This design comes from an exercise in tuning for small area and a short achievable clock period on the open sky130 flow, not from production work.
Where RTL was checked, it was by simulation tests only, not by an equivalence proof against the original.
Power figures rest on the tool's default switching activity, not on a simulated workload.

## fpalu_top
module fpalu_top (
	input  logic                 clk,
	input  logic                 rst,
	input  logic                 in_valid,
	input  fpalu_pkg::fpalu_op_t op,
	input  logic                 a_sgn,
	input  fpalu_pkg::exp_t      a_exp,
	input  fpalu_pkg::man_t      a_man,
	input  logic                 b_sgn,
	input  fpalu_pkg::exp_t      b_exp,
	input  fpalu_pkg::man_t      b_man,
	output logic                 out_valid,
	output logic                 y_sgn,
	output fpalu_pkg::exp_t      y_exp,
	output fpalu_pkg::man_t      y_man
);
	logic        a_lt_b, mul;
	logic [5:0]  dab, dba;
	logic        nz_a, nz_b;
	logic [10:0] sb;
	logic [5:0]  one, two, neg;
	logic [21:0] mlf, mrf;	 
	logic [21:0] ml_a, ml_b, mr_a, mr_b;	 
	exp_lt u_lt (
		.a (a_exp),
		.b (b_exp),
		.lt(a_lt_b)
	);
	booth_enc u_enc (
		.y  (sb),
		.one(one),
		.two(two),
		.neg(neg)
	);
	always_comb begin
		mul = (op == fpalu_pkg::OP_MUL);
		dab = a_exp - b_exp;
		dba = b_exp - a_exp;
		nz_a = (a_exp[4:0] != '0);
		nz_b = (b_exp[4:0] != '0);
		sb = {nz_b, b_man[9:0]};
  ...
==> flow/config.mk <==
export PLATFORM = sky130hd
export DESIGN_NAME = fpalu_top
export DESIGN_NICKNAME = fpalu_top
export VERILOG_FILES = /design/flow/design.v
export SDC_FILE = /design/flow/constraint.sdc
export NUM_CORES = 4
export LEC_CHECK = 0
export CAP_MARGIN = 20
export CORE_MARGIN = 2
export CORE_UTILIZATION = 40
export PLACE_DENSITY = 0.7
export SETUP_SLACK_MARGIN = 2.7
export SLEW_MARGIN = 20
==> flow/constraint.sdc <==
create_clock -name core_clock -period 5.5 [get_ports {clk}]
set_input_delay 1.1000 -clock core_clock [delete_from_list [all_inputs] [get_ports {clk}]]
set_output_delay 1.1000 -clock core_clock [all_outputs]
set_load 0.01 [all_outputs]
standard.sh (not shown) runs the stock make flow with config.mk's settings and CLKGATE_MAP_FILE= SYNTH_SCRIPT=/design/flow/synth_recipe.tcl, a recipe that flattens the netlist after the stock synthesis.
==> flow/flow/run.sh <==
#!/bin/bash
# Standard layout, with the port buffers made from plain buffers instead of
# the delay cells buffer_ports picks by default.
set -euo pipefail
cd "$(dirname "$0")/.."
bash standard.sh synth > synth.log 2>&1
bash standard.sh "BUFFER_PORTS_ARGS=-buffer_cell sky130_fd_sc_hd__buf_1" finish > layout.log 2>&1
Next try:
--- a/flow/design.v
+++ b/flow/design.v
@@ -59,32 +59,29 @@
 			one[k] = g[0] ^ g[1];
 			two[k] = (g == 3'b011) || (g == 3'b100);
 			neg[k] = g[2] & ~(g[1] & g[0]);	 
 		end
 	end
 endmodule
 module booth_mul (
 	input  logic [10:0] m,	 
 	input  logic [5:0]  one,
 	input  logic [5:0]  two,
 	input  logic [5:0]  neg,
-	input  logic [5:0]  one_h,	 
-	input  logic [5:0]  two_h,	 
 	output logic [22:0] row_s,
 	output logic [22:0] row_c
 );
 	logic [5:0][11:0] e;	 
 	always_comb
 		for (int k = 0; k < 6; k++)
-			e[k] = (({one_h[k], one_h[k], one_h[k], one_h[k], one_h[k], one_h[k], {6{one[k]}}} & {1'b0, m})
-				| ({{6{two_h[k]}}, {6{two[k]}}} & {m, 1'b0})) ^ {12{neg[k]}};
+			e[k] = (({12{one[k]}} & {1'b0, m}) | ({12{two[k]}} & {m, 1'b0})) ^ {12{neg[k]}};
 	logic s1, c2, s3, c4, s5, c6, s7, c8, s9, c10, s11, c12, s13, c14, s15, c16, s17, c18, s19, c20, s21, c22, s23, c24, s25, c26, s27, c28, s29, c30, s31, c32, s33, c34, s35, c36, s37, c38, s39, c40, s41, c42, s43, c44, s45, c46, s47, c48, s49, c50, s51, c52, s53, c54, s55, c56, s57, c58, s59, c60, s61, c62, s63, c64, s65, c66, s67, c68, s69, c70, s71, c72, s73, c74, s75, c76, s77, c78, s79, c80, s81, c82, s83, c84, s85, c86, s87, c88, s89, c90, s91, c92, s93, c94, s95, c96, s97, c98, s99, c100, s101, c102, s103, c104, s105, c106, s107, c108, s109, c110, s111, c112;
 	assign s1 = neg[3] ^ e[0][6];
 	assign c2 = neg[3] & e[0][6];
 	assign s3 = e[0][7] ^ e[1][5];
 	assign c4 = e[0][7] & e[1][5];
 	assign s5 = neg[4] ^ e[0][8] ^ e[1][6];
 	assign c6 = (neg[4] & e[0][8]) | (neg[4] & e[1][6]) | (e[0][8] & e[1][6]);
 	assign s7 = e[2][4] ^ e[3][2];
 	assign c8 = e[2][4] & e[3][2];
 	assign s9 = e[0][9] ^ e[1][7] ^ e[2][5];
 	assign c10 = (e[0][9] & e[1][7]) | (e[0][9] & e[2][5]) | (e[1][7] & e[2][5]);
@@ -228,84 +225,80 @@
 	input  logic                 a_sgn,
 	input  fpalu_pkg::exp_t      a_exp,
 	input  fpalu_pkg::man_t      a_man,
 	input  logic                 b_sgn,
 	input  fpalu_pkg::exp_t      b_exp,
 	input  fpalu_pkg::man_t      b_man,
 	output logic                 out_valid,
 	output logic                 y_sgn,
 	output fpalu_pkg::exp_t      y_exp,
 	output fpalu_pkg::man_t      y_man
 );
-	logic        a_lt_b, mul;
+	logic        a_lt_b, lt, mul;
 	logic [5:0]  dab, dba;
 	logic        nz_a, nz_b;
 	logic [10:0] sb;
 	logic [5:0]  one, two, neg;
-	logic [21:0] mlf, mrf;	 
-	logic [21:0] ml_a, ml_b, mr_a, mr_b;	 
 	exp_lt u_lt (
 		.a (a_exp),
 		.b (b_exp),
 		.lt(a_lt_b)
 	);
-	booth_enc u_enc (
-		.y  (sb),
-		.one(one),
-		.two(two),
-		.neg(neg)
-	);
 	always_comb begin
 		mul = (op == fpalu_pkg::OP_MUL);
+		lt = a_lt_b & ~mul;
 		dab = a_exp - b_exp;
 		dba = b_exp - a_exp;
 		nz_a = (a_exp[4:0] != '0);
 		nz_b = (b_exp[4:0] != '0);
 		sb = {nz_b, b_man[9:0]};
-		mlf = {6'({1'b0, a_exp[4:0]} + {1'b0, b_exp[4:0]} + 6'd3), two[5:4], 2'b0, nz_b, nz_a, a_man[9:0]};
-		mrf = {two[3:0], neg, two, one};
-		ml_a = mul ? mlf : a_man;
-		ml_b = mul ? mlf : b_man;
-		mr_a = mul ? mrf : a_man;
-		mr_b = mul ? mrf : b_man;
 	end
+	booth_enc u_enc (
+		.y  (sb),
+		.one(one),
+		.two(two),
+		.neg(neg)
+	);
 	logic        v1, mul1, sl1, sr1;
 	logic [5:0]  el1, d1;
 	logic [21:0] ml1, mr1;
 	always_ff @(posedge clk) begin
 		v1 <= in_valid & ~rst;
 		mul1 <= mul;
-		sl1 <= a_lt_b ? b_sgn : a_sgn;
-		sr1 <= a_lt_b ? a_sgn : b_sgn;
+		sl1 <= lt ? b_sgn : a_sgn;
+		sr1 <= lt ? a_sgn : b_sgn;
 		d1 <= a_lt_b ? dba : dab;
-		el1 <= a_lt_b ? (mul ? one : b_exp) : (mul ? one : a_exp);	 
-		ml1 <= a_lt_b ? ml_b : ml_a;
-		mr1 <= a_lt_b ? mr_a : mr_b;
+		el1 <= lt ? b_exp : a_exp;
+		if (mul) begin
+			ml1 <= {6'({1'b0, a_exp[4:0]} + {1'b0, b_exp[4:0]} + 6'd3), 4'b0, nz_b, nz_a, a_man[9:0]};
+			mr1 <= {4'b0, neg, two, one};
+		end else begin
+			ml1 <= lt ? b_man : a_man;
+			mr1 <= lt ? a_man : b_man;
+		end
 	end
 	logic [21:0] rsh;
 	logic        lz, sub;
 	logic [22:0] prod_s, prod_c;
 	logic        pz, nz_r;
 	logic [5:0]  pexp;
 	operand_align u_align (
 		.man(mr1),
 		.d  (d1),
 		.sh (rsh)
 	);
 	booth_mul u_mul (
 		.m    (ml1[10:0]),
 		.one  (mr1[5:0]),
 		.two  (mr1[11:6]),
 		.neg  (mr1[17:12]),
-		.one_h(el1),
-		.two_h({ml1[15:14], mr1[21:18]}),
 		.row_s(prod_s),
 		.row_c(prod_c)
 	);
 	always_comb begin
 		lz = (ml1 == '0);	 
 		sub = sl1 ^ sr1;
 		nz_r = ml1[11];
 		pz = (ml1[10:0] == '0) || (mr1[11:0] == '0);	 
 		pexp = ml1[21:16] + (pz ? 6'd0 : 6'(!ml1[10]) + 6'(!nz_r));
 	end
 	logic        v2, sg2, byp2, ci2;
Result: Utilization decreases by 1.3 points; hold slack got worse by 0.0033 ns; routed wire length goes down by about 7%; total power decreases by 5.5%; cell count drops by 3.7%; via count went down by about 4.5%; clock-buffer cell count goes up by 3.
No functional check of the RTL was part of the first run of this note.

what the ideal ports hide:
How much do the figures lean on ideal ports? The routed layouts below were timed once more, with nothing changed but the port constraints.
Step 1 assumes that a clkbuf_16 drives the clock port and a buf_2 every other input.
Step 2 moves the port delays by t, midway between the first and last clock arrival at a register: inputs arrive t later, outputs are due t later. That takes back most of the time a late clock gives input paths.
Slacks: ideal ports / drivers / drivers and shift; pairs: ideal ports / drivers.
run	t (ns)	setup slack, ns	worst hold slack (ns)	worst setup path at the end
the first run	0.496	2.739 / 2.762 / 2.266	0.331 / 0.331 / 0.331	input to register
the second run	0.482	2.780 / 2.774 / 2.292	0.328 / 0.328 / 0.328	input to register
After both steps every run listed still meets setup and hold. The setup slack of the second run, which loses most, moves by -0.006 ns with the drivers and by -0.488 ns with both steps.
